Context: an optimization exercise on an open-source flow, tuned for small area. The choices shown serve that exercise and are no tape-out recipe. Function was checked by simulation only, so behaviour that the tests miss may differ from the original. Power is estimated from default activity; no workload was simulated.

==> flow/design.v <==
typedef logic [7:0]  char_t;        
typedef logic [9:0]  cell_addr_t;   
typedef logic [4:0]  row_t;
typedef logic [4:0]  col_t;
typedef logic [6:0]  str_addr_t;    
typedef logic [56:0] chip_id_t;
typedef struct packed {
   logic progress;
   logic result;
} test_status_t;
typedef struct packed {
   logic         vga;
   logic         mode;      
   chip_id_t     chip_id;
   test_status_t memtest;
   test_status_t sdtest;
   logic [2:0]   mouse;     
} status_t;
`timescale 1ns/1ns
module video_text (
   input  logic [1:0] pos,
   input  logic       vga,
   input  logic       mode,
   output logic [6:0] ch
);
   always_comb
      case ({vga, mode, pos})
         4'b1010, 4'b1110: ch = 7'h56;    
         4'b1011, 4'b1111: ch = 7'h47;    
         4'b1000, 4'b1100: ch = 7'h41;    
         4'b1001, 4'b1101: ch = 7'h20;
         4'b0110:          ch = 7'h4E;    
         4'b0111:          ch = 7'h54;    
         4'b0100:          ch = 7'h53;    
         4'b0101:          ch = 7'h43;    
         4'b0010:          ch = 7'h50;    
         4'b0011:          ch = 7'h41;    
         4'b0000:          ch = 7'h4C;    
         default:          ch = 7'h20;
      endcase
endmodule
module result_text (
   input  logic [3:0] pos,
   input  logic       progress,
   input  logic       result,
   output logic [6:0] ch
);
   always_comb begin
      ch = 7'h20;
      if (progress)
         case (pos)
            4'd5: ch = 7'h77;    
            4'd6: ch = 7'h61;    
            4'd7: ch = 7'h69;    
            4'd8: ch = 7'h74;    
            default: ;
         endcase
      else if (result)
         case (pos)
            4'd5: ch = 7'h4F;    
            4'd6: ch = 7'h4B;    
            default: ;
         endcase
      else
         case (pos)
            4'd5: ch = 7'h45;    
            4'd8: ch = 7'h4F;    
            default: ch = 7'h52;  
         endcase
   end
endmodule
module mouse_text (
   input  logic [1:0] pos,
   input  logic [2:0] mouse,       
   output logic [6:0] ch
);
   always_comb
      case (pos)
         2'd1:    ch = mouse[0] ? 7'h4C : 7'h20;    
         2'd2:    ch = mouse[2] ? 7'h4D : 7'h20;    
         default: ch = mouse[1] ? 7'h52 : 7'h20;    
      endcase
endmodule
`timescale 1ns/1ns
module id_nibble_mux (
   input  logic [24:10] col_sel,
   input  logic [56:0]  chip_id,
   output logic [3:0]   nib
);
   logic [59:0] id_full;
   assign id_full = {3'b000, chip_id};
   always_comb begin
      nib = 4'h0;
      for (int col = 10; col <= 24; col++)
         nib = nib | ({4{col_sel[col]}} & id_full[4*(24 - col) +: 4]);
   end
endmodule
module hex_digit (
   input  logic [3:0] nib,
   output logic [6:0] ch
);
   always_comb
      case (nib)
         4'h0: ch = 7'h30;  4'h1: ch = 7'h31;  4'h2: ch = 7'h32;  4'h3: ch = 7'h33;
         4'h4: ch = 7'h34;  4'h5: ch = 7'h35;  4'h6: ch = 7'h36;  4'h7: ch = 7'h37;
         4'h8: ch = 7'h38;  4'h9: ch = 7'h39;  4'hA: ch = 7'h41;  4'hB: ch = 7'h42;
         4'hC: ch = 7'h43;  4'hD: ch = 7'h44;  4'hE: ch = 7'h45;  default: ch = 7'h46;
      endcase
endmodule
`timescale 1ns/1ns
module cell_decode (
   input  logic [9:0]  addr,
   output logic [25:10] col_sel,    
   output logic        row3,        
   output logic        row4,        
   output logic        row_res,     
   output logic        row14        
);
   logic [4:0] r, c;
   assign r = addr[9:5];
   assign c = addr[4:0];
   always_comb
      for (int i = 10; i <= 25; i++)
         col_sel[i] = (c == 5'(i));
   assign row3    = ~r[3] & ~r[2] &  r[1] &  r[0];
   assign row4    = ~r[3] &  r[2] & ~r[1] & ~r[0];
   assign row_res =  (r[3] ^ r[1]) & r[2] & ~r[0];
   assign row14   =  r[3] &  r[2] &  r[1] & ~r[0];
endmodule
`timescale 1ns/1ns
module status_console (
   input  logic         clk,
   input  logic         arst_n,
   input  logic [65:0]  status,        
   input  logic [9:0]   fetch_addr,    
   output logic [7:0]   fetch_char     
);
typedef logic [7:0]  char_t;        
typedef logic [9:0]  cell_addr_t;   
typedef logic [4:0]  row_t;
typedef logic [4:0]  col_t;
typedef logic [6:0]  str_addr_t;    
typedef logic [56:0] chip_id_t;
typedef struct packed {
   logic progress;
   logic result;
} test_status_t;
typedef struct packed {
   logic         vga;
   logic         mode;      
   chip_id_t     chip_id;
   test_status_t memtest;
   test_status_t sdtest;
   logic [2:0]   mouse;     
} status_t;
   status_t st;
   assign st = status;
   logic [25:10] col_sel;
   logic         row3, row4, row_res, row14;
   cell_decode u_dec (.addr(fetch_addr), .col_sel, .row3, .row4, .row_res, .row14);
   logic [3:0] nib;
   logic [6:0] hex_ch, video_ch, res_ch, mouse_ch;
   test_status_t t;
   id_nibble_mux u_nib (.col_sel(col_sel[24:10]), .chip_id(st.chip_id), .nib);
   hex_digit     u_hex (.nib, .ch(hex_ch));
   video_text u_video (.pos(fetch_addr[1:0]), .vga(st.vga), .mode(st.mode), .ch(video_ch));
   assign t = fetch_addr[8] ? st.sdtest : st.memtest;     
   result_text u_res (.pos(fetch_addr[3:0]), .progress(t.progress), .result(t.result),
                      .ch(res_ch));
   mouse_text u_mouse (.pos(fetch_addr[1:0]), .mouse(st.mouse), .ch(mouse_ch));
   logic in_id, in_video, in_res, in_mouse;
   assign in_id    = row4    & (|col_sel[24:10]);
   assign in_video = row3    & (|col_sel[13:10]);
   assign in_res   = row_res & (|col_sel[25:21]);
   assign in_mouse = row14   & (|col_sel[23:21]);
   logic [6:0] ch;
   always_comb
      for (int b = 0; b < 7; b++)
         if (b == 5)    
            ch[b] = ~((in_id    & ~hex_ch[b])   | (in_video & ~video_ch[b]) |
                      (in_res   & ~res_ch[b])   | (in_mouse & ~mouse_ch[b]));
         else
            ch[b] =   (in_id    &  hex_ch[b])   | (in_video &  video_ch[b]) |
                      (in_res   &  res_ch[b])   | (in_mouse &  mouse_ch[b]);
   always_ff @(posedge clk) begin
      fetch_char <= {1'b0, ch};
   end
endmodule
==> flow/flow/run.sh <==
#!/bin/bash
# The standard layout, with two changes:
#  - the synthesized netlist is flow/netlist.v, built gate by gate from the same
#    function as the RTL (see gen/ in the version); this script first proves with
#    yosys that it does exactly what design.v does, and stops if it does not.
#    Its registers are the standard synthesis's: same names, same dfxtp cells;
#  - the port buffers are the smallest buffer (buf_1) instead of the delay buffer
#    the resizer picks by default.
set -euo pipefail
here=$(pwd)
res=$here/orfs/results/$FLOW_PLATFORM/status_console/base
lib=$FLOW_HOME/platforms/$FLOW_PLATFORM/lib/sky130_fd_sc_hd__tt_025C_1v80.lib
export BUFFER_PORTS_ARGS="-buffer_cell sky130_fd_sc_hd__buf_1"

# The standard synthesis, for everything the later steps read besides the netlist
bash standard.sh synth > flow_synth.log 2>&1

bash flow/equiv.sh "$FLOW_DESIGN" flow/netlist.v "$lib" > flow_equiv.log 2>&1
grep -q "Equivalence successfully proven" flow_equiv.log

cp "$res/1_2_yosys.v" standard_1_2_yosys.v
cp flow/netlist.v "$res/1_2_yosys.v"
rm -f "$res/1_synth.odb" "$res/1_synth.sdc"
bash standard.sh finish > flow_layout.log 2>&1
==> flow/flow/equiv.sh <==
#!/bin/bash
# equiv.sh DESIGN NETLIST LIB: proves that NETLIST does what DESIGN (the RTL) does,
# register for register (the registers are paired by name).
set -euo pipefail
D=$1; N=$2; LIB=$3; T=$(mktemp -d equiv.XXXXXX)
yosys -p "read_verilog -sv $D; hierarchy -top status_console; proc; flatten; memory; memory_map; opt; rename status_console gold; write_rtlil $T/gold.il"
yosys -p "read_liberty -ignore_miss_func $LIB; read_verilog $N; hierarchy -top status_console; proc; flatten; opt_clean; rename status_console gate; write_rtlil $T/gate.il"
yosys -p "read_rtlil $T/gold.il; read_rtlil $T/gate.il; equiv_make gold gate equiv; hierarchy -top equiv; equiv_simple -seq 2; equiv_induct -seq 2; equiv_status -assert"
rm -rf "$T"
==> flow/flow/netlist.v <==
/* Generated by Yosys 0.63+post (git sha1 UNKNOWN-dirty, g++ 11.4.0-1ubuntu1~22.04.3 -fPIC -O3) */

module status_console(clk, arst_n, status, fetch_addr, fetch_char);
  input clk;
  wire clk;
  input arst_n;
  wire arst_n;
  input [65:0] status;
  wire [65:0] status;
  input [9:0] fetch_addr;
  wire [9:0] fetch_addr;
  output [7:0] fetch_char;
  wire [7:0] fetch_char;
  wire hex_g_g0;
  wire hex_g_g1;
  wire hex_g_g2;
  wire hex_g_g3;
  wire hex_g_g4;
  wire hex_g_g5;
  wire hex_g_g6;
  wire n1;
  wire n10;
  wire n11;
  wire n12;
  wire n13;
  wire n14;
  wire n15;
  wire n16;
  wire n17;
  wire n18;
  wire n19;
  wire n2;
  wire n20;
  wire n21;
  wire n22;
  wire n23;
  wire n24;
  wire n25;
  wire n26;
  wire n27;
  wire n28;
  wire n29;
  wire n3;
  wire n31;
  wire n32;
  wire n33;
  wire n34;
  wire n35;
  wire n36;
  wire n37;
  wire n38;
  wire n39;
  wire n4;
  wire n40;
  wire n41;
  wire n42;
  wire n43;
  wire n44;
  wire n45;
  wire n46;
  wire n47;
  wire n48;
  wire n49;
  wire n5;
  wire n50;
  wire n51;
  wire n52;
  wire n53;
  wire n54;
  wire n55;
  wire n56;
  wire n57;
  wire n58;
  wire n59;
  wire n6;
  wire n60;
  wire n61;
  wire n62;
  wire n63;
  wire n64;
  wire n65;
  wire n66;
  wire n67;
  wire n68;
  wire n69;
  wire n7;
  wire n70;
  wire n71;
  wire n72;
  wire n73;
  wire n74;
  wire n75;
  wire n76;
  wire n77;
  wire n78;
  wire n79;
  wire n8;
  wire n80;
  wire n81;
  wire n82;
  wire n83;
  wire n84;
  wire n85;
  wire n86;
  wire n87;
  wire n88;
  wire n89;
  wire n9;
  wire n90;
  wire n91;
  wire n92;
  wire n93;
  wire res_g_g0;
  wire res_g_g1;
  wire res_g_g2;
  wire res_g_g3;
  wire res_g_g4;
  wire res_g_g5;
  wire res_g_g6;
  wire \u_hex_g._00_ ;
  wire \u_hex_g._01_ ;
  wire \u_hex_g._02_ ;
  wire \u_hex_g._03_ ;
  wire \u_hex_g._04_ ;
  wire \u_hex_g._05_ ;
  wire \u_hex_g._06_ ;
  wire \u_hex_g._07_ ;
  wire \u_res_g._00_ ;
  wire \u_res_g._01_ ;
  wire \u_res_g._02_ ;
  wire \u_res_g._03_ ;
  wire \u_res_g._04_ ;
  wire \u_res_g._05_ ;
  wire \u_res_g._06_ ;
  wire \u_res_g._07_ ;
  wire \u_res_g._08_ ;
  wire \u_res_g._09_ ;
  wire \u_res_g._10_ ;
  wire \u_res_g._11_ ;
  wire \u_res_g._12_ ;
  wire \u_res_g._13_ ;
  wire \u_res_g._14_ ;
  wire \u_res_g._15_ ;
  wire \u_res_g._16_ ;
  wire \u_res_g._17_ ;
  wire \u_res_g._18_ ;
  wire \u_res_g._19_ ;
  wire \u_res_g._20_ ;
  wire \u_res_g._21_ ;
  wire \u_res_g._22_ ;
  wire \u_res_g._23_ ;
  wire \u_res_g._24_ ;
  wire \u_res_g._25_ ;
  wire \u_res_g._26_ ;
  wire \u_res_g._27_ ;
  wire \u_video_g._00_ ;
  wire \u_video_g._01_ ;
  wire \u_video_g._02_ ;
  wire \u_video_g._03_ ;
  wire \u_video_g._04_ ;
  wire \u_video_g._05_ ;
  wire \u_video_g._06_ ;
  wire \u_video_g._07_ ;
  wire \u_video_g._08_ ;
  wire \u_video_g._09_ ;
  wire \u_video_g._10_ ;
  wire \u_video_g._11_ ;
  wire \u_video_g._12_ ;
  wire video_g_g0;
  wire video_g_g1;
  wire video_g_g2;
  wire video_g_g3;
  wire video_g_g4;
  wire video_g_g5;
  wire video_g_g6;
  sky130_fd_sc_hd__dfxtp_1 \fetch_char[0]$_DFF_P_  (
    .CLK(clk),
    .D(n87),
    .Q(fetch_char[0])
  );
  sky130_fd_sc_hd__dfxtp_1 \fetch_char[1]$_DFF_P_  (
    .CLK(clk),
    .D(n88),
    .Q(fetch_char[1])
  );
  sky130_fd_sc_hd__dfxtp_1 \fetch_char[2]$_DFF_P_  (
    .CLK(clk),
    .D(n89),
    .Q(fetch_char[2])
  );
  sky130_fd_sc_hd__dfxtp_1 \fetch_char[3]$_DFF_P_  (
    .CLK(clk),
    .D(n90),
    .Q(fetch_char[3])
  );
  sky130_fd_sc_hd__dfxtp_1 \fetch_char[4]$_DFF_P_  (
    .CLK(clk),
    .D(n91),
    .Q(fetch_char[4])
  );
  sky130_fd_sc_hd__dfxtp_1 \fetch_char[5]$_DFF_P_  (
    .CLK(clk),
    .D(n92),
    .Q(fetch_char[5])
  );
  sky130_fd_sc_hd__dfxtp_1 \fetch_char[6]$_DFF_P_  (
    .CLK(clk),
    .D(n93),
    .Q(fetch_char[6])
  );
  sky130_fd_sc_hd__inv_1 g1 (
    .A(fetch_addr[0]),
    .Y(n1)
  );
  sky130_fd_sc_hd__nand3_1 g10 (
    .A(fetch_addr[4]),
    .B(n4),
    .C(n3),
    .Y(n10)
  );
  sky130_fd_sc_hd__nand3_1 g11 (
    .A(fetch_addr[4]),
    .B(n4),
    .C(fetch_addr[2]),
    .Y(n11)
  );
  sky130_fd_sc_hd__nand3_1 g12 (
    .A(fetch_addr[4]),
    .B(fetch_addr[3]),
    .C(n3),
    .Y(n12)
  );
  sky130_fd_sc_hd__nand3_1 g13 (
    .A(n5),
    .B(fetch_addr[3]),
    .C(n3),
    .Y(n13)
  );
  sky130_fd_sc_hd__nand3_1 g14 (
    .A(n5),
    .B(fetch_addr[3]),
    .C(fetch_addr[2]),
    .Y(n14)
  );
  sky130_fd_sc_hd__nor2_1 g15 (
    .A(n8),
    .B(n13),
    .Y(n15)
  );
  sky130_fd_sc_hd__nor2_1 g16 (
    .A(n9),
    .B(n13),
    .Y(n16)
  );
  sky130_fd_sc_hd__nor2_1 g17 (
    .A(n6),
    .B(n14),
    .Y(n17)
  );
  sky130_fd_sc_hd__nor2_1 g18 (
    .A(n7),
    .B(n14),
    .Y(n18)
  );
  sky130_fd_sc_hd__nor2_1 g19 (
    .A(n8),
    .B(n14),
    .Y(n19)
  );
  sky130_fd_sc_hd__inv_1 g2 (
    .A(fetch_addr[1]),
    .Y(n2)
  );
  sky130_fd_sc_hd__nor2_1 g20 (
    .A(n9),
    .B(n14),
    .Y(n20)
  );
  sky130_fd_sc_hd__nor2_1 g21 (
    .A(n6),
    .B(n10),
    .Y(n21)
  );
  sky130_fd_sc_hd__nor2_1 g22 (
    .A(n7),
    .B(n10),
    .Y(n22)
  );
  sky130_fd_sc_hd__nor2_1 g23 (
    .A(n8),
    .B(n10),
    .Y(n23)
  );
  sky130_fd_sc_hd__nor2_1 g24 (
    .A(n9),
    .B(n10),
    .Y(n24)
  );
  sky130_fd_sc_hd__nor2_1 g25 (
    .A(n6),
    .B(n11),
    .Y(n25)
  );
  sky130_fd_sc_hd__nor2_1 g26 (
    .A(n7),
    .B(n11),
    .Y(n26)
  );
  sky130_fd_sc_hd__nor2_1 g27 (
    .A(n8),
    .B(n11),
    .Y(n27)
  );
  sky130_fd_sc_hd__nor2_1 g28 (
    .A(n9),
    .B(n11),
    .Y(n28)
  );
  sky130_fd_sc_hd__nor2_1 g29 (
    .A(n6),
    .B(n12),
    .Y(n29)
  );
  sky130_fd_sc_hd__inv_1 g3 (
    .A(fetch_addr[2]),
    .Y(n3)
  );
  sky130_fd_sc_hd__inv_1 g31 (
    .A(fetch_addr[5]),
    .Y(n31)
  );
  sky130_fd_sc_hd__inv_1 g32 (
    .A(fetch_addr[6]),
    .Y(n32)
  );
  sky130_fd_sc_hd__inv_1 g33 (
    .A(fetch_addr[7]),
    .Y(n33)
  );
  sky130_fd_sc_hd__inv_1 g34 (
    .A(fetch_addr[8]),
    .Y(n34)
  );
  sky130_fd_sc_hd__nor4_1 g35 (
    .A(fetch_addr[8]),
    .B(fetch_addr[7]),
    .C(n32),
    .D(n31),
    .Y(n35)
  );
  sky130_fd_sc_hd__nor4_1 g36 (
    .A(fetch_addr[8]),
    .B(n33),
    .C(fetch_addr[6]),
    .D(fetch_addr[5]),
    .Y(n36)
  );
  sky130_fd_sc_hd__nor4_1 g37 (
    .A(n34),
    .B(n33),
    .C(n32),
    .D(fetch_addr[5]),
    .Y(n37)
  );
  sky130_fd_sc_hd__xnor2_1 g38 (
    .A(fetch_addr[8]),
    .B(fetch_addr[6]),
    .Y(n38)
  );
  sky130_fd_sc_hd__nor3_1 g39 (
    .A(n38),
    .B(n33),
    .C(fetch_addr[5]),
    .Y(n39)
  );
  sky130_fd_sc_hd__inv_1 g4 (
    .A(fetch_addr[3]),
    .Y(n4)
  );
  sky130_fd_sc_hd__mux2i_1 g40 (
    .A0(n14),
    .A1(n13),
    .S(fetch_addr[1]),
    .Y(n40)
  );
  sky130_fd_sc_hd__nor2_1 g41 (
    .A(n13),
    .B(n2),
    .Y(n41)
  );
  sky130_fd_sc_hd__nor2_1 g42 (
    .A(n41),
    .B(n29),
    .Y(n42)
  );
  sky130_fd_sc_hd__nand4_1 g43 (
    .A(n14),
    .B(n10),
    .C(n11),
    .D(n42),
    .Y(n43)
  );
  sky130_fd_sc_hd__nor2_1 g44 (
    .A(fetch_addr[1]),
    .B(fetch_addr[0]),
    .Y(n44)
  );
  sky130_fd_sc_hd__o22ai_1 g45 (
    .A1(n11),
    .A2(n44),
    .B1(n12),
    .B2(fetch_addr[1]),
    .Y(n45)
  );
  sky130_fd_sc_hd__and2_0 g46 (
    .A(n36),
    .B(n43),
    .X(n46)
  );
  sky130_fd_sc_hd__and2_0 g47 (
    .A(n35),
    .B(n40),
    .X(n47)
  );
  sky130_fd_sc_hd__and2_0 g48 (
    .A(n39),
    .B(n45),
    .X(n48)
  );
  sky130_fd_sc_hd__a222oi_1 g49 (
    .A1(n15),
    .A2(status[63]),
    .B1(n16),
    .B2(status[59]),
    .C1(n17),
    .C2(status[55]),
    .Y(n49)
  );
  sky130_fd_sc_hd__inv_1 g5 (
    .A(fetch_addr[4]),
    .Y(n5)
  );
  sky130_fd_sc_hd__a222oi_1 g50 (
    .A1(n18),
    .A2(status[51]),
    .B1(n19),
    .B2(status[47]),
    .C1(n20),
    .C2(status[43]),
    .Y(n50)
  );
  sky130_fd_sc_hd__a222oi_1 g51 (
    .A1(n21),
    .A2(status[39]),
    .B1(n22),
    .B2(status[35]),
    .C1(n23),
    .C2(status[31]),
    .Y(n51)
  );
  sky130_fd_sc_hd__a222oi_1 g52 (
    .A1(n24),
    .A2(status[27]),
    .B1(n25),
    .B2(status[23]),
    .C1(n26),
    .C2(status[19]),
    .Y(n52)
  );
  sky130_fd_sc_hd__a222oi_1 g53 (
    .A1(n27),
    .A2(status[15]),
    .B1(n28),
    .B2(status[11]),
    .C1(n29),
    .C2(status[7]),
    .Y(n53)
  );
  sky130_fd_sc_hd__nand3_1 g54 (
    .A(n49),
    .B(n50),
    .C(n51),
    .Y(n54)
  );
  sky130_fd_sc_hd__nand2_1 g55 (
    .A(n52),
    .B(n53),
    .Y(n55)
  );
  sky130_fd_sc_hd__nor2_1 g56 (
    .A(n54),
    .B(n55),
    .Y(n56)
  );
  sky130_fd_sc_hd__a222oi_1 g57 (
    .A1(n16),
    .A2(status[60]),
    .B1(n17),
    .B2(status[56]),
    .C1(n18),
    .C2(status[52]),
    .Y(n57)
  );
  sky130_fd_sc_hd__a222oi_1 g58 (
    .A1(n19),
    .A2(status[48]),
    .B1(n20),
    .B2(status[44]),
    .C1(n21),
    .C2(status[40]),
    .Y(n58)
  );
  sky130_fd_sc_hd__a222oi_1 g59 (
    .A1(n22),
    .A2(status[36]),
    .B1(n23),
    .B2(status[32]),
    .C1(n24),
    .C2(status[28]),
    .Y(n59)
  );
  sky130_fd_sc_hd__nand2_1 g6 (
    .A(n2),
    .B(n1),
    .Y(n6)
  );
  sky130_fd_sc_hd__a222oi_1 g60 (
    .A1(n25),
    .A2(status[24]),
    .B1(n26),
    .B2(status[20]),
    .C1(n27),
    .C2(status[16]),
    .Y(n60)
  );
  sky130_fd_sc_hd__a22oi_1 g61 (
    .A1(n28),
    .A2(status[12]),
    .B1(n29),
    .B2(status[8]),
    .Y(n61)
  );
  sky130_fd_sc_hd__nand3_1 g62 (
    .A(n57),
    .B(n58),
    .C(n59),
    .Y(n62)
  );
  sky130_fd_sc_hd__nand2_1 g63 (
    .A(n60),
    .B(n61),
    .Y(n63)
  );
  sky130_fd_sc_hd__nor2_1 g64 (
    .A(n62),
    .B(n63),
    .Y(n64)
  );
  sky130_fd_sc_hd__a222oi_1 g65 (
    .A1(n16),
    .A2(status[61]),
    .B1(n17),
    .B2(status[57]),
    .C1(n18),
    .C2(status[53]),
    .Y(n65)
  );
  sky130_fd_sc_hd__a222oi_1 g66 (
    .A1(n19),
    .A2(status[49]),
    .B1(n20),
    .B2(status[45]),
    .C1(n21),
    .C2(status[41]),
    .Y(n66)
  );
  sky130_fd_sc_hd__a222oi_1 g67 (
    .A1(n22),
    .A2(status[37]),
    .B1(n23),
    .B2(status[33]),
    .C1(n24),
    .C2(status[29]),
    .Y(n67)
  );
  sky130_fd_sc_hd__a222oi_1 g68 (
    .A1(n25),
    .A2(status[25]),
    .B1(n26),
    .B2(status[21]),
    .C1(n27),
    .C2(status[17]),
    .Y(n68)
  );
  sky130_fd_sc_hd__a22oi_1 g69 (
    .A1(n28),
    .A2(status[13]),
    .B1(n29),
    .B2(status[9]),
    .Y(n69)
  );
  sky130_fd_sc_hd__nand2_1 g7 (
    .A(n2),
    .B(fetch_addr[0]),
    .Y(n7)
  );
  sky130_fd_sc_hd__nand3_1 g70 (
    .A(n65),
    .B(n66),
    .C(n67),
    .Y(n70)
  );
  sky130_fd_sc_hd__nand2_1 g71 (
    .A(n68),
    .B(n69),
    .Y(n71)
  );
  sky130_fd_sc_hd__nor2_1 g72 (
    .A(n70),
    .B(n71),
    .Y(n72)
  );
  sky130_fd_sc_hd__a222oi_1 g73 (
    .A1(n16),
    .A2(status[62]),
    .B1(n17),
    .B2(status[58]),
    .C1(n18),
    .C2(status[54]),
    .Y(n73)
  );
  sky130_fd_sc_hd__a222oi_1 g74 (
    .A1(n19),
    .A2(status[50]),
    .B1(n20),
    .B2(status[46]),
    .C1(n21),
    .C2(status[42]),
    .Y(n74)
  );
  sky130_fd_sc_hd__a222oi_1 g75 (
    .A1(n22),
    .A2(status[38]),
    .B1(n23),
    .B2(status[34]),
    .C1(n24),
    .C2(status[30]),
    .Y(n75)
  );
  sky130_fd_sc_hd__a222oi_1 g76 (
    .A1(n25),
    .A2(status[26]),
    .B1(n26),
    .B2(status[22]),
    .C1(n27),
    .C2(status[18]),
    .Y(n76)
  );
  sky130_fd_sc_hd__a22oi_1 g77 (
    .A1(n28),
    .A2(status[14]),
    .B1(n29),
    .B2(status[10]),
    .Y(n77)
  );
  sky130_fd_sc_hd__nand3_1 g78 (
    .A(n73),
    .B(n74),
    .C(n75),
    .Y(n78)
  );
  sky130_fd_sc_hd__nand2_1 g79 (
    .A(n76),
    .B(n77),
    .Y(n79)
  );
  sky130_fd_sc_hd__nand2_1 g8 (
    .A(fetch_addr[1]),
    .B(n1),
    .Y(n8)
  );
  sky130_fd_sc_hd__nor2_1 g80 (
    .A(n78),
    .B(n79),
    .Y(n80)
  );
  sky130_fd_sc_hd__nand3_1 g81 (
    .A(n37),
    .B(n26),
    .C(status[0]),
    .Y(n81)
  );
  sky130_fd_sc_hd__nand3_1 g82 (
    .A(n37),
    .B(n27),
    .C(status[2]),
    .Y(n82)
  );
  sky130_fd_sc_hd__nand3_1 g83 (
    .A(n37),
    .B(n28),
    .C(status[1]),
    .Y(n83)
  );
  sky130_fd_sc_hd__and3_1 g84 (
    .A(n81),
    .B(n82),
    .C(n83),
    .X(n84)
  );
  sky130_fd_sc_hd__nand3_1 g85 (
    .A(n81),
    .B(n82),
    .C(n83),
    .Y(n85)
  );
  sky130_fd_sc_hd__and2_0 g86 (
    .A(n81),
    .B(n82),
    .X(n86)
  );
  sky130_fd_sc_hd__nand4_1 g87 (
    .A(hex_g_g0),
    .B(video_g_g0),
    .C(res_g_g0),
    .D(n82),
    .Y(n87)
  );
  sky130_fd_sc_hd__nand4_1 g88 (
    .A(hex_g_g1),
    .B(video_g_g1),
    .C(res_g_g1),
    .D(n83),
    .Y(n88)
  );
  sky130_fd_sc_hd__nand4_1 g89 (
    .A(hex_g_g2),
    .B(video_g_g2),
    .C(res_g_g2),
    .D(n86),
    .Y(n89)
  );
  sky130_fd_sc_hd__nand2_1 g9 (
    .A(fetch_addr[1]),
    .B(fetch_addr[0]),
    .Y(n9)
  );
  sky130_fd_sc_hd__nand4_1 g90 (
    .A(hex_g_g3),
    .B(video_g_g3),
    .C(res_g_g3),
    .D(n86),
    .Y(n90)
  );
  sky130_fd_sc_hd__nand4_1 g91 (
    .A(hex_g_g4),
    .B(video_g_g4),
    .C(res_g_g4),
    .D(n83),
    .Y(n91)
  );
  sky130_fd_sc_hd__nor4_1 g92 (
    .A(hex_g_g5),
    .B(video_g_g5),
    .C(res_g_g5),
    .D(n85),
    .Y(n92)
  );
  sky130_fd_sc_hd__nand4_1 g93 (
    .A(hex_g_g6),
    .B(video_g_g6),
    .C(res_g_g6),
    .D(n84),
    .Y(n93)
  );
  sky130_fd_sc_hd__conb_1 tie_lo (
    .LO(fetch_char[7])
  );
  sky130_fd_sc_hd__nand2_1 \u_hex_g._08_  (
    .A(n72),
    .B(n64),
    .Y(\u_hex_g._00_ )
  );
  sky130_fd_sc_hd__clkinv_1 \u_hex_g._09_  (
    .A(\u_hex_g._00_ ),
    .Y(\u_hex_g._01_ )
  );
  sky130_fd_sc_hd__clkinv_1 \u_hex_g._10_  (
    .A(n80),
    .Y(\u_hex_g._02_ )
  );
  sky130_fd_sc_hd__nand3_1 \u_hex_g._11_  (
    .A(\u_hex_g._01_ ),
    .B(\u_hex_g._02_ ),
    .C(n46),
    .Y(hex_g_g3)
  );
  sky130_fd_sc_hd__clkinv_1 \u_hex_g._12_  (
    .A(n46),
    .Y(\u_hex_g._03_ )
  );
  sky130_fd_sc_hd__a311o_2 \u_hex_g._13_  (
    .A1(\u_hex_g._02_ ),
    .A2(n64),
    .A3(n56),
    .B1(n72),
    .C1(\u_hex_g._03_ ),
    .X(hex_g_g2)
  );
  sky130_fd_sc_hd__nand2_1 \u_hex_g._14_  (
    .A(\u_hex_g._02_ ),
    .B(n56),
    .Y(\u_hex_g._04_ )
  );
  sky130_fd_sc_hd__xor2_1 \u_hex_g._15_  (
    .A(n64),
    .B(\u_hex_g._04_ ),
    .X(\u_hex_g._05_ )
  );
  sky130_fd_sc_hd__nand3_1 \u_hex_g._16_  (
    .A(\u_hex_g._05_ ),
    .B(n46),
    .C(\u_hex_g._00_ ),
    .Y(hex_g_g1)
  );
  sky130_fd_sc_hd__nor3_1 \u_hex_g._17_  (
    .A(n80),
    .B(\u_hex_g._03_ ),
    .C(\u_hex_g._01_ ),
    .Y(hex_g_g5)
  );
  sky130_fd_sc_hd__nor2_1 \u_hex_g._18_  (
    .A(\u_hex_g._03_ ),
    .B(hex_g_g5),
    .Y(\u_hex_g._06_ )
  );
  sky130_fd_sc_hd__clkinv_1 \u_hex_g._19_  (
    .A(hex_g_g5),
    .Y(hex_g_g6)
  );
  sky130_fd_sc_hd__nand2_1 \u_hex_g._20_  (
    .A(hex_g_g6),
    .B(n56),
    .Y(\u_hex_g._07_ )
  );
  sky130_fd_sc_hd__o21ai_0 \u_hex_g._21_  (
    .A1(n56),
    .A2(\u_hex_g._06_ ),
    .B1(\u_hex_g._07_ ),
    .Y(hex_g_g0)
  );
  sky130_fd_sc_hd__clkinv_1 \u_hex_g._22_  (
    .A(\u_hex_g._06_ ),
    .Y(hex_g_g4)
  );
  sky130_fd_sc_hd__clkinv_1 \u_res_g._28_  (
    .A(n48),
    .Y(\u_res_g._00_ )
  );
  sky130_fd_sc_hd__clkinv_1 \u_res_g._29_  (
    .A(status[4]),
    .Y(\u_res_g._01_ )
  );
  sky130_fd_sc_hd__nand2_1 \u_res_g._30_  (
    .A(\u_res_g._01_ ),
    .B(fetch_addr[8]),
    .Y(\u_res_g._02_ )
  );
  sky130_fd_sc_hd__o21ai_0 \u_res_g._31_  (
    .A1(fetch_addr[8]),
    .A2(status[6]),
    .B1(\u_res_g._02_ ),
    .Y(\u_res_g._03_ )
  );
  sky130_fd_sc_hd__nor2_1 \u_res_g._32_  (
    .A(\u_res_g._00_ ),
    .B(\u_res_g._03_ ),
    .Y(\u_res_g._04_ )
  );
  sky130_fd_sc_hd__clkinv_1 \u_res_g._33_  (
    .A(fetch_addr[3]),
    .Y(\u_res_g._05_ )
  );
  sky130_fd_sc_hd__nand3_1 \u_res_g._34_  (
    .A(\u_res_g._04_ ),
    .B(\u_res_g._05_ ),
    .C(fetch_addr[2]),
    .Y(\u_res_g._06_ )
  );
  sky130_fd_sc_hd__clkinv_1 \u_res_g._35_  (
    .A(\u_res_g._06_ ),
    .Y(\u_res_g._07_ )
  );
  sky130_fd_sc_hd__clkinv_1 \u_res_g._36_  (
    .A(status[3]),
    .Y(\u_res_g._08_ )
  );
  sky130_fd_sc_hd__nand2_1 \u_res_g._37_  (
    .A(\u_res_g._08_ ),
    .B(fetch_addr[8]),
    .Y(\u_res_g._09_ )
  );
  sky130_fd_sc_hd__o21ai_0 \u_res_g._38_  (
    .A1(status[5]),
    .A2(fetch_addr[8]),
    .B1(\u_res_g._09_ ),
    .Y(\u_res_g._10_ )
  );
  sky130_fd_sc_hd__nor2_1 \u_res_g._39_  (
    .A(fetch_addr[1]),
    .B(fetch_addr[0]),
    .Y(\u_res_g._11_ )
  );
  sky130_fd_sc_hd__nand2_1 \u_res_g._40_  (
    .A(fetch_addr[1]),
    .B(fetch_addr[0]),
    .Y(\u_res_g._12_ )
  );
  sky130_fd_sc_hd__nand3_1 \u_res_g._41_  (
    .A(\u_res_g._05_ ),
    .B(\u_res_g._12_ ),
    .C(fetch_addr[2]),
    .Y(\u_res_g._13_ )
  );
  sky130_fd_sc_hd__nor2_1 \u_res_g._42_  (
    .A(\u_res_g._11_ ),
    .B(\u_res_g._13_ ),
    .Y(\u_res_g._14_ )
  );
  sky130_fd_sc_hd__clkinv_1 \u_res_g._43_  (
    .A(\u_res_g._03_ ),
    .Y(\u_res_g._15_ )
  );
  sky130_fd_sc_hd__nor2_1 \u_res_g._44_  (
    .A(\u_res_g._00_ ),
    .B(\u_res_g._15_ ),
    .Y(\u_res_g._16_ )
  );
  sky130_fd_sc_hd__o21a_1 \u_res_g._45_  (
    .A1(\u_res_g._14_ ),
    .A2(\u_res_g._10_ ),
    .B1(\u_res_g._16_ ),
    .X(res_g_g5)
  );
  sky130_fd_sc_hd__clkinv_1 \u_res_g._46_  (
    .A(\u_res_g._10_ ),
    .Y(\u_res_g._17_ )
  );
  sky130_fd_sc_hd__clkinv_1 \u_res_g._47_  (
    .A(fetch_addr[0]),
    .Y(\u_res_g._18_ )
  );
  sky130_fd_sc_hd__nor2_1 \u_res_g._48_  (
    .A(fetch_addr[2]),
    .B(\u_res_g._05_ ),
    .Y(\u_res_g._19_ )
  );
  sky130_fd_sc_hd__nand2_1 \u_res_g._49_  (
    .A(\u_res_g._19_ ),
    .B(\u_res_g._11_ ),
    .Y(\u_res_g._20_ )
  );
  sky130_fd_sc_hd__o21ai_0 \u_res_g._50_  (
    .A1(\u_res_g._18_ ),
    .A2(\u_res_g._13_ ),
    .B1(\u_res_g._20_ ),
    .Y(\u_res_g._21_ )
  );
  sky130_fd_sc_hd__nor2_1 \u_res_g._51_  (
    .A(\u_res_g._17_ ),
    .B(\u_res_g._21_ ),
    .Y(\u_res_g._22_ )
  );
  sky130_fd_sc_hd__clkinv_1 \u_res_g._52_  (
    .A(\u_res_g._22_ ),
    .Y(\u_res_g._23_ )
  );
  sky130_fd_sc_hd__nand2_1 \u_res_g._53_  (
    .A(res_g_g5),
    .B(\u_res_g._23_ ),
    .Y(\u_res_g._24_ )
  );
  sky130_fd_sc_hd__a21oi_1 \u_res_g._54_  (
    .A1(fetch_addr[2]),
    .A2(\u_res_g._10_ ),
    .B1(\u_res_g._24_ ),
    .Y(\u_res_g._25_ )
  );
  sky130_fd_sc_hd__a31oi_1 \u_res_g._55_  (
    .A1(fetch_addr[1]),
    .A2(fetch_addr[0]),
    .A3(\u_res_g._07_ ),
    .B1(\u_res_g._25_ ),
    .Y(res_g_g3)
  );
  sky130_fd_sc_hd__o21a_1 \u_res_g._56_  (
    .A1(\u_res_g._11_ ),
    .A2(\u_res_g._06_ ),
    .B1(\u_res_g._24_ ),
    .X(res_g_g0)
  );
  sky130_fd_sc_hd__a22oi_1 \u_res_g._57_  (
    .A1(\u_res_g._04_ ),
    .A2(\u_res_g._21_ ),
    .B1(\u_res_g._22_ ),
    .B2(\u_res_g._16_ ),
    .Y(res_g_g4)
  );
  sky130_fd_sc_hd__nand2_1 \u_res_g._58_  (
    .A(res_g_g0),
    .B(res_g_g4),
    .Y(\u_res_g._26_ )
  );
  sky130_fd_sc_hd__nand2_1 \u_res_g._59_  (
    .A(\u_res_g._26_ ),
    .B(\u_res_g._21_ ),
    .Y(res_g_g2)
  );
  sky130_fd_sc_hd__a21oi_1 \u_res_g._60_  (
    .A1(\u_res_g._11_ ),
    .A2(\u_res_g._19_ ),
    .B1(res_g_g4),
    .Y(\u_res_g._27_ )
  );
  sky130_fd_sc_hd__nor2_1 \u_res_g._61_  (
    .A(\u_res_g._27_ ),
    .B(\u_res_g._25_ ),
    .Y(res_g_g1)
  );
  sky130_fd_sc_hd__clkinv_1 \u_res_g._62_  (
    .A(\u_res_g._26_ ),
    .Y(res_g_g6)
  );
  sky130_fd_sc_hd__clkinv_1 \u_video_g._13_  (
    .A(fetch_addr[0]),
    .Y(\u_video_g._00_ )
  );
  sky130_fd_sc_hd__o21ai_0 \u_video_g._14_  (
    .A1(fetch_addr[1]),
    .A2(\u_video_g._00_ ),
    .B1(n47),
    .Y(\u_video_g._01_ )
  );
  sky130_fd_sc_hd__nand2_1 \u_video_g._15_  (
    .A(fetch_addr[1]),
    .B(n47),
    .Y(\u_video_g._02_ )
  );
  sky130_fd_sc_hd__clkinv_1 \u_video_g._16_  (
    .A(status[65]),
    .Y(\u_video_g._03_ )
  );
  sky130_fd_sc_hd__nand2_1 \u_video_g._17_  (
    .A(\u_video_g._03_ ),
    .B(status[64]),
    .Y(\u_video_g._04_ )
  );
  sky130_fd_sc_hd__clkinv_1 \u_video_g._18_  (
    .A(\u_video_g._04_ ),
    .Y(\u_video_g._05_ )
  );
  sky130_fd_sc_hd__o21ai_0 \u_video_g._19_  (
    .A1(fetch_addr[0]),
    .A2(\u_video_g._02_ ),
    .B1(\u_video_g._05_ ),
    .Y(\u_video_g._06_ )
  );
  sky130_fd_sc_hd__nand4_1 \u_video_g._20_  (
    .A(\u_video_g._04_ ),
    .B(\u_video_g._00_ ),
    .C(fetch_addr[1]),
    .D(n47),
    .Y(\u_video_g._07_ )
  );
  sky130_fd_sc_hd__o21ai_0 \u_video_g._21_  (
    .A1(\u_video_g._01_ ),
    .A2(\u_video_g._06_ ),
    .B1(\u_video_g._07_ ),
    .Y(\u_video_g._08_ )
  );
  sky130_fd_sc_hd__clkinv_1 \u_video_g._22_  (
    .A(\u_video_g._08_ ),
    .Y(video_g_g4)
  );
  sky130_fd_sc_hd__nand4_1 \u_video_g._23_  (
    .A(video_g_g4),
    .B(\u_video_g._00_ ),
    .C(\u_video_g._03_ ),
    .D(n47),
    .Y(video_g_g3)
  );
  sky130_fd_sc_hd__nand2_1 \u_video_g._24_  (
    .A(\u_video_g._08_ ),
    .B(fetch_addr[1]),
    .Y(\u_video_g._09_ )
  );
  sky130_fd_sc_hd__nand2_1 \u_video_g._25_  (
    .A(video_g_g3),
    .B(\u_video_g._09_ ),
    .Y(\u_video_g._10_ )
  );
  sky130_fd_sc_hd__nor2_1 \u_video_g._26_  (
    .A(\u_video_g._02_ ),
    .B(\u_video_g._03_ ),
    .Y(\u_video_g._11_ )
  );
  sky130_fd_sc_hd__a21oi_1 \u_video_g._27_  (
    .A1(\u_video_g._10_ ),
    .A2(\u_video_g._07_ ),
    .B1(\u_video_g._11_ ),
    .Y(video_g_g2)
  );
  sky130_fd_sc_hd__a31oi_1 \u_video_g._28_  (
    .A1(\u_video_g._09_ ),
    .A2(n47),
    .A3(\u_video_g._05_ ),
    .B1(\u_video_g._11_ ),
    .Y(video_g_g1)
  );
  sky130_fd_sc_hd__clkinv_1 \u_video_g._29_  (
    .A(n47),
    .Y(\u_video_g._12_ )
  );
  sky130_fd_sc_hd__o21ai_0 \u_video_g._30_  (
    .A1(\u_video_g._12_ ),
    .A2(\u_video_g._04_ ),
    .B1(\u_video_g._01_ ),
    .Y(video_g_g5)
  );
  sky130_fd_sc_hd__nand3_1 \u_video_g._31_  (
    .A(video_g_g3),
    .B(\u_video_g._09_ ),
    .C(video_g_g5),
    .Y(video_g_g0)
  );
  sky130_fd_sc_hd__clkinv_1 \u_video_g._32_  (
    .A(video_g_g5),
    .Y(video_g_g6)
  );
endmodule
==> flow/standard.sh <==
#!/bin/bash
# synth_recipe.tcl (not shown) runs the flow's synth.tcl, then flattens the netlist and writes it again
# the make line also repeats each setting of config.mk as NAME=value (left out here)
make -C /OpenROAD-flow-scripts/flow DESIGN_CONFIG=/design/flow/config.mk WORK_HOME=/design/flow/orfs CLKGATE_MAP_FILE= SYNTH_SCRIPT=/design/flow/synth_recipe.tcl "${@:-finish}"
==> flow/config.mk <==
export PLATFORM = sky130hd
export DESIGN_NAME = status_console
export DESIGN_NICKNAME = status_console
export VERILOG_FILES = /design/flow/design.v
export SDC_FILE = /design/flow/constraint.sdc
export NUM_CORES = 4
export LEC_CHECK = 0
export CAP_MARGIN = 20
export CORE_AREA = 2.3 2.72 58.7 60.0
export CTS_BUF_LIST = sky130_fd_sc_hd__clkbuf_2
export DIE_AREA = 0 0 61 62.2
export PLACE_DENSITY = 0.7
export SLEW_MARGIN = 20
export SYNTH_MEMORY_MAX_BITS = 8192
==> flow/constraint.sdc <==
create_clock -name core_clock -period 6.0 [get_ports {clk}]
set_input_delay 1.2000 -clock core_clock [delete_from_list [all_inputs] [get_ports {clk}]]
set_output_delay 1.2000 -clock core_clock [all_outputs]
set_load 0.01 [all_outputs]
==> results.py <==
metrics = {
    "outcome": {
        "status": "timing/DRC/antenna clean",
    },
    "drt": {
        "drt_iter0_markers": 186,
        "ant_nets": 0,
        "vias": 1593,
        "drc": 0,
        "wl_microns": 3642,
        "avgViaCountPerCell": 5.275,
        "drt_first_pass_iters": 10,
        "wl_per_cell_microns": 12.06,
    },
    "pwr": {
        "power.leakage_uw": 0.0005254,
        "powerDensity_mw_per_mm2": 100.3,
        "ir_drop_uv": 27.00,
    },
    "critical_path": {
        "critPathMaxStageDelay_ns": 0.42,
        "worstPathArrival_ns": 3.30,
        "crit_path_end_kind": "flip-flop",
        "worstPathMaxFanout": 13,
        "crit_chain": "buf_1 -> inv_1 -> nand2_1 -> nor2_1 -> a222oi_1 -> nand3_1 -> nor2_1 -> nand2_1 -> clkinv_1 -> nor3_1 -> clkinv_1 -> nand2_1 -> o21ai_0 -> nand4_1",
        "crit_type": "in -> reg",
        "start_kind": "input port",
        "cp.required_ns": 6.09,
        "crit_slowest_cell": "a222oi_1",
        "critPathMostFrequentCell": "nand2_1",
    },
    "synthesis": {
        "ys_warn_count": 7,
        "synth.cell_area_sq_um": 996.0,
        "syn_area_per_cell_sq_um": 5.859,
        "syn-num-nets": 248,
        "syn_inst": 170,
    },
    "sta": {
        "fmax_mhz": 311.6,
        "fin_crit_ns": 3.209,
        "drv_slew": 0,
        "final.setup.tns_ns": 0,
        "post-route-period-util_pct": 53.49,
        "max-slew-margin-rel_pct": 63.76,
        "worst_pin_slew_ns": 0.5435,
        "setup_viol": 0,
        "hold_viol": 0,
        "rsz0062_at_grt": "false",
    },
    "clock_network": {
        "ctsHtreeMaxLevel": 1,
        "cts_made_buffers": 3,
        "cts.sinks": 7,
        "post_cts_buffers": 0,
        "cts_tree": "done",
        "clkSlewWorstSetupHoldPaths_ns": 0.06,
        "cts_hold_buf": 0,
        "cts_root_buf": "clkbuf_2",
        "clk_path_buf_depth": 2,
        "cts_resized": 0,
    },
    "cells_and_area": {
        "nNetsFinal": 335,
        "drive_above_1_share_pct": 1.953,
        "top_register": "fetch_char",
        "num_antenna_cells": 0,
        "largest_reg_flops": 7,
        "layout_commonest_cell": "buf_1",
        "top_regs": "fetch_char x7",
        "final_cell_mix": "82 x buf_1, 31 x nor2_1, 22 x nand2_1, 21 x clkinv_1, 18 x nand3_1",
        "final_util_pct": 43.09,
        "nFillCells": 363,
        "area_growth_pct": 38.69,
    },
    "place": {
        "hpwl_microns": 3127,
        "place_congestion": 0.9254,
        "port_buffers": 82,
    },
    "die": {
        "rows": 21,
        "io-pin-count": 86,
        "die_width_microns": 61,
        "dieArea_sq_mm": 0.003794,
        "coreArea_sq_mm": 0.003206,
        "initial_core_util_pct": 31.07,
        "die_y_microns": 62.20,
    },
    "hold_path": {
        "hold_path_class": "in -> reg",
        "min_from": "status[0]",
        "hold_end": "fetch_char[5]",
        "whs_path_depth": 4,
    },
    "global_routing": {
        "grt_max_degree": 14,
        "antenna_found_initial": 0,
        "gr-total-overflow": 0,
        "grt_pass1_wl_microns": 5526,
        "grt_pass1_vias": 1350,
        "grt_usage_pct": 18.50,
    },
    "job": {
        "max-cap-violations": 0,
    },
}
## per-layer routing
layer | vias up | share of wire, % | track usage, %
met4 | 0 | 0.69 | 7.609
met2 | 97 | 45 | 27.02
li1 | 800 | - | -
met5 | - | 0 | 0
met1 | 692 | 43 | 26.48
met3 | 4 | 10 | 2.917
## cell type report
cell class	count	area, sq um	area share (%)
multi-input combinational	133	743.2	53.80
timing repair buffer	82	307.8	22.28
sequential	7	140.1	10.14
inverter	30	112.6	8.152
tap	46	57.56	4.167
clock buffer	4	20.02	1.449
## critical path: cells and delay by family
family / cells / cell delay (ns)
compound gates: 2 / 0.49
buf+inv: 4 / 0.68
simple gates: 8 / 0.92
## how the worst max path moves through the flow
stage               cells past startpoint           from            end  slack [ns]
floorplan                              11  fetch_addr[4]  fetch_char[2]        3.29
global placement                       12  fetch_addr[1]  fetch_char[0]        2.62
detailed placement                     12  fetch_addr[1]  fetch_char[0]        2.62
CTS                                    12  fetch_addr[1]  fetch_char[0]        2.87
global route                           14  fetch_addr[1]  fetch_char[0]        2.55
finish                                 14  fetch_addr[1]  fetch_char[0]        2.79
## per-stage QoR
step	hold slack, ns	instance area [sq um]	cells	total power (uW)	setup WS, ns
floorplan	1.360	996.0	170	76.96	3.288
CTS	1.330	1381	302	140.5	2.872
global route	1.346	1381	302	152.1	2.549
finish	1.358	1381	302	138.6	2.791
global placement	1.588	1361	298	104.9	2.619
detailed placement	1.589	1361	298	105.9	2.616
## power by group
| group | internal, uW | total, uW | switching [uW] |
|---|---|---|---|
| combinational | 22.6 | 57.1 | 34.5 |
| clock | 17.7 | 32.8 | 15.2 |
| sequential | 48.2 | 48.6 | 0.440 |

==> static timing again, ports no longer ideal <==
The flow's constraints put no driver on any port. The routed layout listed below was extracted and timed again, unchanged, in two steps. Step 1 (the two cells are an assumption about what drives the block):
set clk [get_ports {clk}]
set_driving_cell -lib_cell sky130_fd_sc_hd__clkbuf_16 $clk
set_driving_cell -lib_cell sky130_fd_sc_hd__buf_2 [delete_from_list [all_inputs] $clk]
Step 2 times the ports against the registers' clock, not the clock port: input delays grow and output delays shrink by t, the midpoint of the rising clock arrivals with the driver on. a / b / c = no drivers / after step 1 / after step 2; a / b = the first two.
t, ns: 0.236
slack for setup (ns): 2.791 / 2.780 / 2.543
clock arrival spread, ns: 0.005 / 0.005
cell pins on the clock port's net: 1
After both steps this run still meets setup and hold. The setup slack of this run moves by -0.011 ns with the drivers and by -0.248 ns with both steps.
